Source: an optimization exercise on an open RTL-to-GDS flow (aim: small area and a short achievable clock period). Production flows keep margins and buffers that such runs may drop.
In this exercise RTL edits were held to simulation tests only and were not proved equivalent to the original.
Power and IR drop assume default switching activity.

## alu_19bit
module alu_19bit (
    input  logic          clk,
    input  logic          rst_n,
    input  logic [18:0]   AC,
    input  logic [18:0]   DR,
    input  logic          ADD,
    input  logic          SUB,
    input  logic          MUL,
    input  logic          DIV,
    input  logic          AND,
    input  logic          OR,
    input  logic          XOR,
    input  logic          NOT,
    input  logic          INC,
    input  logic          DEC,
    input  logic          FFT,
    input  logic          ENC,
    input  logic          DNC,
    input  logic          TNF,
    output logic [18:0]   ALU_OP,
    output logic          OVF_FLAG
);
Settings: LEC_CHECK=0, ABC_AREA=1, CAP_MARGIN=20, CORE_MARGIN=2, CORE_UTILIZATION=40, SLEW_MARGIN=20; clock period 50.0 ns.
standard.sh (not shown) runs the stock make flow with config.mk's settings and CLKGATE_MAP_FILE= SYNTH_SCRIPT=/design/flow/synth_recipe.tcl, a recipe that flattens the netlist after the stock synthesis.
==> flow/flow/run.sh <==
#!/bin/bash
# The standard ORFS layout, with sky130_fd_sc_hd__buf_8 as the port buffers
# that buffer_ports puts on every input and output.
set -euo pipefail
export BUFFER_PORTS_ARGS="-buffer_cell sky130_fd_sc_hd__buf_8"
bash standard.sh > flow_make.log 2>&1
==> next run, changes <==
==> flow/run.sh (new file) <==
#!/bin/bash
# synth_recipe.tcl (not shown) runs the flow's synth.tcl, then flattens the netlist and writes it again
# the make line also repeats each setting of config.mk as NAME=value (left out here)
make -C /OpenROAD-flow-scripts/flow DESIGN_CONFIG=/design/flow/config.mk WORK_HOME=/design/flow/orfs CLKGATE_MAP_FILE= SYNTH_SCRIPT=/design/flow/synth_recipe.tcl finish
Settings changed: GPL_TIMING_DRIVEN set to 0.
removed: flow/flow/run.sh
removed: flow/standard.sh
The new run passed the timing, design-rule and antenna checks.
Wire length is lower by 2.9%.
Non-clock buffer count is higher by 83.
Maximum frequency is higher by 2.2%.
Die area is unchanged.
Total power stays flat.
Core utilization is higher by 1.4 points.
Final area is higher by 3.3%.
Global-route usage is lower by 0.31 points.
Synthesized cell count is unchanged.
Worst setup slack gains 0.81 ns.
Via count barely changes.
==> next run, changes <==
Settings changed: GPL_TIMING_DRIVEN 0 to unset.
Outcome: The changed run produced a clean layout; routed wire length rises by 2.5%; final area falls by 4.7%; die area is unchanged.
==> next run, changes <==
==> flow/flow/run.sh (new file) <==
#!/bin/bash
# The standard ORFS layout, with sky130_fd_sc_hd__buf_4 as the port buffers
# that buffer_ports puts on every input and output.
set -euo pipefail
export BUFFER_PORTS_ARGS="-buffer_cell sky130_fd_sc_hd__buf_4"
bash standard.sh > flow_make.log 2>&1
==> flow/standard.sh (new file) <==
#!/bin/bash
# synth_recipe.tcl (not shown) runs the flow's synth.tcl, then flattens the netlist and writes it again
# the make line also repeats each setting of config.mk as NAME=value (left out here)
make -C /OpenROAD-flow-scripts/flow DESIGN_CONFIG=/design/flow/config.mk WORK_HOME=/design/flow/orfs CLKGATE_MAP_FILE= SYNTH_SCRIPT=/design/flow/synth_recipe.tcl "${@:-finish}"
removed: flow/run.sh
=>
- synthesized area does not change
- design area fell by 1.1%
- worst setup slack improved by 0.033 ns
- power fell by 1.3%
- global-route usage drops by 0.23 points
- utilization decreases by 0.47 points
- hold slack gets worse by 0.63 ns
- first-iteration DRC count drops by 14%


## before
alu_19bit, a different RTL version from the one above (not shown whole).
For scale: about 3500 cells after synthesis, roughly 20 flip-flops, ~20000 sq um of cells after synthesis.
export LEC_CHECK = 0
export ABC_AREA = 1
export CAP_MARGIN = 20
export CORE_MARGIN = 2
export CORE_UTILIZATION = 40
export SLEW_MARGIN = 20
create_clock -name core_clock -period 50.0 [get_ports {clk}]
run.sh (not shown) runs the stock make flow with config.mk's settings and CLKGATE_MAP_FILE= SYNTH_SCRIPT=/design/flow/synth_recipe.tcl, a recipe that flattens the netlist after the stock synthesis.
Stock flow here: none of the scripts above is used.
before: full flow OK, the timing, design-rule and antenna checks passed
Here is what was changed in the inputs of after compared with before.
Settings: CORE_UTILIZATION now 55, was 40.
- after: post-detailed-placement cell area is 1.4% lower than what before reported.
- For before, the uppermost layer routed was met4, unlike after, where it was met5.
- Minimum setup slack in the final design on after is behind before.
- The fraction of final layout cells with drive strength greater than 1 was comparable across before and after.
- On total power divided by cell area, the higher figure sits with after, not before.
- Via count of the first global-routing pass (lower): before
- The internal power of the cells of after and that of before are within noise of each other.
- Sort before and after by minimum period implied by the final worst setup slack asc -> top: before
- NOTE: maximum clock frequency in after falls short of that of before
- Against before, after comes in about 1.6% higher on overall power of the completed layout.


The RTL this note starts from:
==> flow/design.v <==
`timescale 1ns/1ps
package alu19_pkg;
    localparam int          W       = 19;
    localparam logic [18:0] SMAX    = 19'h3FFFF;
    localparam logic [18:0] SMIN    = 19'h40000;
    localparam logic [18:0] ENC_KEY = 19'h0C6FE;
endpackage
`timescale 1ns/1ps
module alu19_add #(parameter int W = 8, parameter int ARCH = 1) (
    input  logic [W-1:0] x,
    input  logic [W-1:0] y,
    input  logic         ci,
    output logic [W-1:0] s,
    output logic         co
);
    localparam int L = (W >= 16) ? 5 : (W >= 8) ? 4 : (W >= 4) ? 3 : (W >= 2) ? 2 : 1;
    logic [W:0] g [0:L];
    logic [W:0] p [0:L];
    logic [W:0] c;
    logic [W-1:0] px;
    for (genvar i = 0; i < W; i++) begin : g_px
        assign px[i] = x[i] ? ~y[i] : y[i];
    end
    assign g[0] = {x, ci};    
    assign p[0] = {px, 1'b0};
    generate
        if (ARCH == 0) begin : g_rip
            assign c[0] = ci;
            for (genvar i = 0; i < W; i++) begin : g_b
                assign c[i+1] = p[0][i+1] ? c[i] : x[i];
            end
        end else if (ARCH == 3) begin : g_bk
            logic [W:0] bg [0:2*L-1];
            logic [W:0] bp [0:2*L-1];
            assign bg[0] = g[0];
            assign bp[0] = p[0];
            for (genvar l = 0; l < L; l++) begin : g_up
                for (genvar i = 0; i <= W; i++) begin : g_b
                    if ((i + 1) % (2 << l) == 0) begin : g_op
                        assign bg[l+1][i] = bp[l][i] ? bg[l][i - (1 << l)] : bg[l][i];
                        assign bp[l+1][i] = bp[l][i] & bp[l][i - (1 << l)];
                    end else begin : g_pass
                        assign bg[l+1][i] = bg[l][i];
                        assign bp[l+1][i] = bp[l][i];
                    end
                end
            end
            for (genvar m = 0; m < L - 1; m++) begin : g_dn
                localparam int LL = L - 2 - m;
                for (genvar i = 0; i <= W; i++) begin : g_b
                    if ((i + 1) % (2 << LL) == (1 << LL) && i >= (2 << LL)) begin : g_op
                        assign bg[L+m+1][i] = bp[L+m][i] ? bg[L+m][i - (1 << LL)] : bg[L+m][i];
                        assign bp[L+m+1][i] = bp[L+m][i] & bp[L+m][i - (1 << LL)];
                    end else begin : g_pass
                        assign bg[L+m+1][i] = bg[L+m][i];
                        assign bp[L+m+1][i] = bp[L+m][i];
                    end
                end
            end
            assign c = bg[2*L-1];
        end else begin : g_pfx
            for (genvar l = 0; l < L; l++) begin : g_lvl
                for (genvar i = 0; i <= W; i++) begin : g_b
                    if (ARCH == 1) begin : g_skl
                        if ((i >> l) & 1) begin : g_op
                            localparam int J = ((i >> l) << l) - 1;
                            assign g[l+1][i] = p[l][i] ? g[l][J] : g[l][i];
                            assign p[l+1][i] = p[l][i] & p[l][J];
                        end else begin : g_pass
                            assign g[l+1][i] = g[l][i];
                            assign p[l+1][i] = p[l][i];
                        end
                    end else begin : g_ks
                        if (i >= (1 << l)) begin : g_op
                            assign g[l+1][i] = p[l][i] ? g[l][i - (1 << l)] : g[l][i];
                            assign p[l+1][i] = p[l][i] & p[l][i - (1 << l)];
                        end else begin : g_pass
                            assign g[l+1][i] = g[l][i];
                            assign p[l+1][i] = p[l][i];
                        end
                    end
                end
            end
            assign c = g[L];
        end
    endgenerate
    for (genvar i = 0; i < W; i++) begin : g_s
        assign s[i] = c[i] ? ~px[i] : px[i];
    end
    assign co = c[W];
endmodule
module alu19_muldiv #(parameter int ARCH = 3, parameter int RIPW = 4) (
    input  logic        div,   
    input  logic [18:0] ac,    
    input  logic [18:0] a,     
    input  logic [18:0] b,     
    output logic [19:0] p,     
    output logic [18:0] q      
);
    logic        sb, inv, inv18;
    logic [19:0] bs;           
    logic [20:0] hz;           
    assign sb    = b[18];
    assign bs    = {sb, b};
    assign inv   = div & ~sb;
    assign inv18 = div ? ~sb : 1'b1;
    always_comb begin
        hz[20] = 1'b1;
        hz[19] = 1'b1;
        for (int n = 18; n >= 0; n--) hz[n] = hz[n+1] & ~(b[n] ^ sb);
    end
    logic [19:0] acc [0:19];
    assign acc[19] = {1'b0, a & {19{div}}};
    genvar k;
    generate
        for (k = 18; k >= 0; k--) begin : g_row
            localparam int WD = 20 - k;
            logic [WD-1:0] x, t;
            logic          iv, co, sel;
            assign x  = acc[k+1][19:k];
            assign iv = (k == 18) ? inv18 : inv;
            alu19_add #(.W(WD), .ARCH(WD <= RIPW ? 0 : ARCH)) u_add (
                .x(x), .y(bs[WD-1:0] ^ {WD{iv}}), .ci(iv), .s(t), .co(co));
            assign sel  = div ? (hz[WD] & co) : ac[k];
            assign q[k] = sel;
            if (k > 0) begin : g_lo
                assign acc[k] = {sel ? t : x, acc[k+1][k-1:0]};
            end else begin : g_last
                assign acc[k] = sel ? t : x;
            end
        end
    endgenerate
    assign p = acc[0];
endmodule
`timescale 1ns/1ps
module alu_19bit (
    input  logic          clk,
    input  logic          rst_n,
    input  logic [18:0]   AC,
    input  logic [18:0]   DR,
    input  logic          ADD,
    input  logic          SUB,
    input  logic          MUL,
    input  logic          DIV,
    input  logic          AND,
    input  logic          OR,
    input  logic          XOR,
    input  logic          NOT,
    input  logic          INC,
    input  logic          DEC,
    input  logic          FFT,
    input  logic          ENC,
    input  logic          DNC,
    input  logic          TNF,
    output logic [18:0]   ALU_OP,
    output logic          OVF_FLAG
);
    localparam logic [18:0] SMIN    = alu19_pkg::SMIN;
    localparam logic [18:0] ENC_KEY = alu19_pkg::ENC_KEY;
    logic s_add, s_sub, s_mul, s_div, s_and, s_or, s_xor, s_not;
    logic s_inc, s_dec, s_fft, s_enc, s_dnc, s_tnf;
    logic hi4, hi8;
    assign s_add = ADD;
    assign s_sub = ~ADD & SUB;
    assign s_mul = ~ADD & ~SUB & MUL;
    assign s_div = ~ADD & ~SUB & ~MUL & DIV;
    assign hi4   = ~ADD & ~SUB & ~MUL & ~DIV;
    assign s_and = hi4 & AND;
    assign s_or  = hi4 & ~AND & OR;
    assign s_xor = hi4 & ~AND & ~OR & XOR;
    assign s_not = hi4 & ~AND & ~OR & ~XOR & NOT;
    assign hi8   = hi4 & ~AND & ~OR & ~XOR & ~NOT;
    assign s_inc = hi8 & INC;
    assign s_dec = hi8 & ~INC & DEC;
    assign s_fft = hi8 & ~INC & ~DEC & FFT;
    assign s_enc = hi8 & ~INC & ~DEC & ~FFT & ENC;
    assign s_dnc = hi8 & ~INC & ~DEC & ~FFT & ~ENC & DNC;
    assign s_tnf = hi8 & ~INC & ~DEC & ~FFT & ~ENC & ~DNC & TNF;
    logic [18:0] ax, ay, ap, as;
    logic [19:0] ac;
    assign ax    = AC ^ {19{s_tnf | s_not}};
    assign ay    = (DR & {19{s_add | s_sub | s_and | s_or | s_xor}}) ^ {19{s_sub | s_dec}};
    assign ac[0] = s_sub | s_inc | s_tnf;
    for (genvar j = 0; j < 19; j++) begin : g_add
        assign ap[j]   = ax[j] ? ~ay[j] : ay[j];
        assign as[j]   = ac[j] ? ~ap[j] : ap[j];
        assign ac[j+1] = ap[j] ? ac[j] : ax[j];
    end
    logic a_ovf;
    assign a_ovf = (ax[18] == ay[18]) && (as[18] != ax[18]);
    function automatic logic [18:0] por(input logic [18:0] x);
        por = x;
        for (int l = 0; l < 5; l++)
            for (int i = 0; i < 19; i++)
                if ((i >> l) & 1) por[i] = por[i] | por[((i >> l) << l) - 1];
    endfunction
    function automatic logic [18:0] cneg(input logic [18:0] x, input logic s);
        logic [18:0] o;
        o = por(x);
        cneg = x ^ ({o[17:0], 1'b0} & {19{s}});
    endfunction
    logic        sa, sb, sgn;
    logic [18:0] ma, mb;
    assign sa  = AC[18];
    assign sb  = DR[18];
    assign sgn = sa ^ sb;
    assign ma  = cneg(AC, sa);
    assign mb  = cneg(DR, sb);
    logic [19:0] p;
    logic [18:0] qm;
    alu19_muldiv u_md (.div(~MUL), .ac(AC), .a(ma), .b(DR), .p(p), .q(qm));
    logic [19:0] sfx;
    logic        big;
    always_comb begin
        sfx[19] = 1'b0;
        for (int n = 18; n >= 0; n--) sfx[n] = sfx[n+1] | mb[n];
        big = 1'b0;
        for (int i = 1; i < 19; i++) big = big | (ma[i] & sfx[19-i]);
    end
    logic pneg, dz;
    logic mul_ovf, div_ovf;
    assign pneg    = sgn & (|AC) & (|DR);
    assign mul_ovf = big | (pneg ? ~(p[19] & p[18]) : (p[19] | p[18]));
    assign dz      = (DR == '0);
    assign div_ovf = dz | (AC == SMIN && DR == 19'h7FFFF);
    logic [18:0] mr, mo, md_r;
    logic        mneg;
    assign mr   = s_mul ? p[18:0] : qm;
    assign mneg = ~s_mul & sgn & ~dz;
    assign mo   = por({mr[18:1], 1'b0});
    assign md_r = {mr[18:1] ^ ((mo[17:0] | {18{mr[0]}}) & {18{mneg}}), mr[0]};
    function automatic logic [18:0] bitrev(input logic [18:0] x);
        for (int i = 0; i < 19; i++) bitrev[i] = x[18-i];
    endfunction
    logic [18:0] ex;
    assign ex = AC ^ ENC_KEY;
    logic [18:0] next_op;
    logic        next_ovf;
    assign next_op =
          ({19{s_add | s_sub | s_inc | s_dec | s_tnf | s_not}} & as)
        | ({19{s_mul | s_div}} & md_r)
        | ({19{s_and}} & (ax & ~ap))
        | ({19{s_or}}  & (ax | ap))
        | ({19{s_xor}} & ap)
        | ({19{s_fft}} & bitrev(AC))
        | ({19{s_enc}} & ({AC[15:0], AC[18:16]} ^ ENC_KEY))
        | ({19{s_dnc}} & {ex[2:0], ex[18:3]});
    assign next_ovf =
          ((s_add | s_sub | s_inc | s_dec | s_tnf) & a_ovf)
        | (s_mul & mul_ovf)
        | (s_div & div_ovf);
    always_ff @(posedge clk or negedge rst_n) begin
        if (!rst_n) begin
            ALU_OP   <= '0;
            OVF_FLAG <= 1'b0;
        end else begin
            ALU_OP   <= next_op;
            OVF_FLAG <= next_ovf;
        end
    end
endmodule
==> flow/config.mk <==
export PLATFORM = sky130hd
export DESIGN_NAME = alu_19bit
export DESIGN_NICKNAME = alu_19bit
export VERILOG_FILES = /design/flow/design.v
export SDC_FILE = /design/flow/constraint.sdc
export NUM_CORES = 4
export LEC_CHECK = 0
export ABC_AREA = 1
export CAP_MARGIN = 20
export CORE_MARGIN = 2
export CORE_UTILIZATION = 40
export SLEW_MARGIN = 20
==> flow/constraint.sdc <==
create_clock -name core_clock -period 50.0 [get_ports {clk}]
set_input_delay 10.0000 -clock core_clock [delete_from_list [all_inputs] [get_ports {clk}]]
set_output_delay 10.0000 -clock core_clock [all_outputs]
set_load 0.01 [all_outputs]
standard.sh (not shown) runs the stock make flow with config.mk's settings and CLKGATE_MAP_FILE= SYNTH_SCRIPT=/design/flow/synth_recipe.tcl, a recipe that flattens the netlist after the stock synthesis.
==> flow/flow/run.sh <==
#!/bin/bash
# The standard ORFS layout with two changes:
#  - synthesis maps with flow/abc.script (the area script without its buffering and upsizing) in place of
#    ORFS's abc_area.script; everything else in synthesis is synth_recipe.tcl;
#  - buffer_ports uses sky130_fd_sc_hd__buf_4 for the port buffers.
set -euo pipefail
here=$(pwd)
export BUFFER_PORTS_ARGS="-buffer_cell sky130_fd_sc_hd__buf_4"
{
  echo "proc abc {args} {"
  echo "  set i [lsearch -exact \$args -script]"
  echo "  if { \$i >= 0 } { lset args [expr {\$i + 1}] $here/flow/abc.script }"
  echo "  yosys abc {*}\$args"
  echo "}"
  cat synth_recipe.tcl
} > own_synth.tcl
sed "s|SYNTH_SCRIPT=[^ ]*|SYNTH_SCRIPT=$here/own_synth.tcl|" standard.sh > own_standard.sh
grep -q "SYNTH_SCRIPT=$here/own_synth.tcl" own_standard.sh
bash own_standard.sh > flow_make.log 2>&1
==> flow/flow/abc.script <==
strash
dch
map -B 0.9
topo
stime -c
dnsize -c
Change:
==> flow/flow/run.sh (replaced) <==
#!/bin/bash
# The standard ORFS layout, with sky130_fd_sc_hd__buf_4 as the port buffers
# that buffer_ports puts on every input and output.
set -euo pipefail
export BUFFER_PORTS_ARGS="-buffer_cell sky130_fd_sc_hd__buf_4"
bash standard.sh > flow_make.log 2>&1
Settings changed: PLACE_DENSITY set to 0.8.
removed: flow/flow/abc.script
What happened: The changed run finished with timing, DRC and antenna clean. Routed wire length drops by a few percent. Setup slack improved by 9.1 ns. Worst hold slack barely changes. Synthesized area climbs by about a fifth. Synthesized cell count climbs by a few percent. Die area climbs by about a fifth. Utilization drops by 3.2 points. Count of clock-buffer cells in the layout does not change. Sequential cell count is unchanged. Final cell count climbs by a few percent.

## separate check: timing with driven ports
How much do the figures lean on ideal ports? The routed layouts below were timed once more, with nothing changed but the port constraints. Step 1 assumes that a clkbuf_16 drives the clock port and a buf_2 every other input. Step 2 adds t to the input delays and takes it off the output delays; t is the mean of the earliest and latest rising clock arrival at the registers after step 1. Input paths then give back, and output paths get back, about the clock's delay inside the block. Slacks: ideal ports / drivers / drivers and shift; pairs: ideal ports / drivers.
| run | t (ns) | setup slack, ns | worst hold slack (ns) | worst setup path at the end | slew at the worst register clock pin (ns) |
|---|---|---|---|---|---|
| the first run of note 1 | 0.274 | 13.028 / 13.017 / 12.744 | 9.557 / 9.580 / 9.854 | input to register | 0.05 / 0.05 |
| the second run of note 1 | 0.268 | 13.837 / 13.836 / 13.568 | 10.211 / 10.223 / 10.491 | input to register | 0.05 / 0.05 |
| the third run of note 1 | 0.273 | 12.273 / 12.274 / 12.001 | 10.241 / 10.236 / 10.509 | input to register | 0.06 / 0.06 |
| the fourth run of note 1 | 0.274 | 12.306 / 12.306 / 12.032 | 9.614 / 9.611 / 9.885 | input to register | 0.05 / 0.05 |
| before | 0.281 | 11.949 / 11.958 / 11.677 | 10.275 / 10.266 / 10.548 | input to register | 0.06 / 0.06 |
| after | 0.280 | 11.625 / 11.631 / 11.351 | 10.249 / 10.241 / 10.521 | input to register | 0.06 / 0.06 |
| the first run of note 3 | 0.276 | 4.990 / 4.995 / 4.719 | 9.618 / 9.617 / 9.893 | input to register | 0.05 / 0.05 |
| the second run of note 3 | 0.274 | 14.101 / 14.101 / 13.827 | 9.616 / 9.609 / 9.883 | input to register | 0.05 / 0.05 |
After both steps setup and hold are still met in every run listed. For the first run of note 1, which loses most, drivers alone change the setup slack by -0.011 ns; drivers and shift together by -0.284 ns.
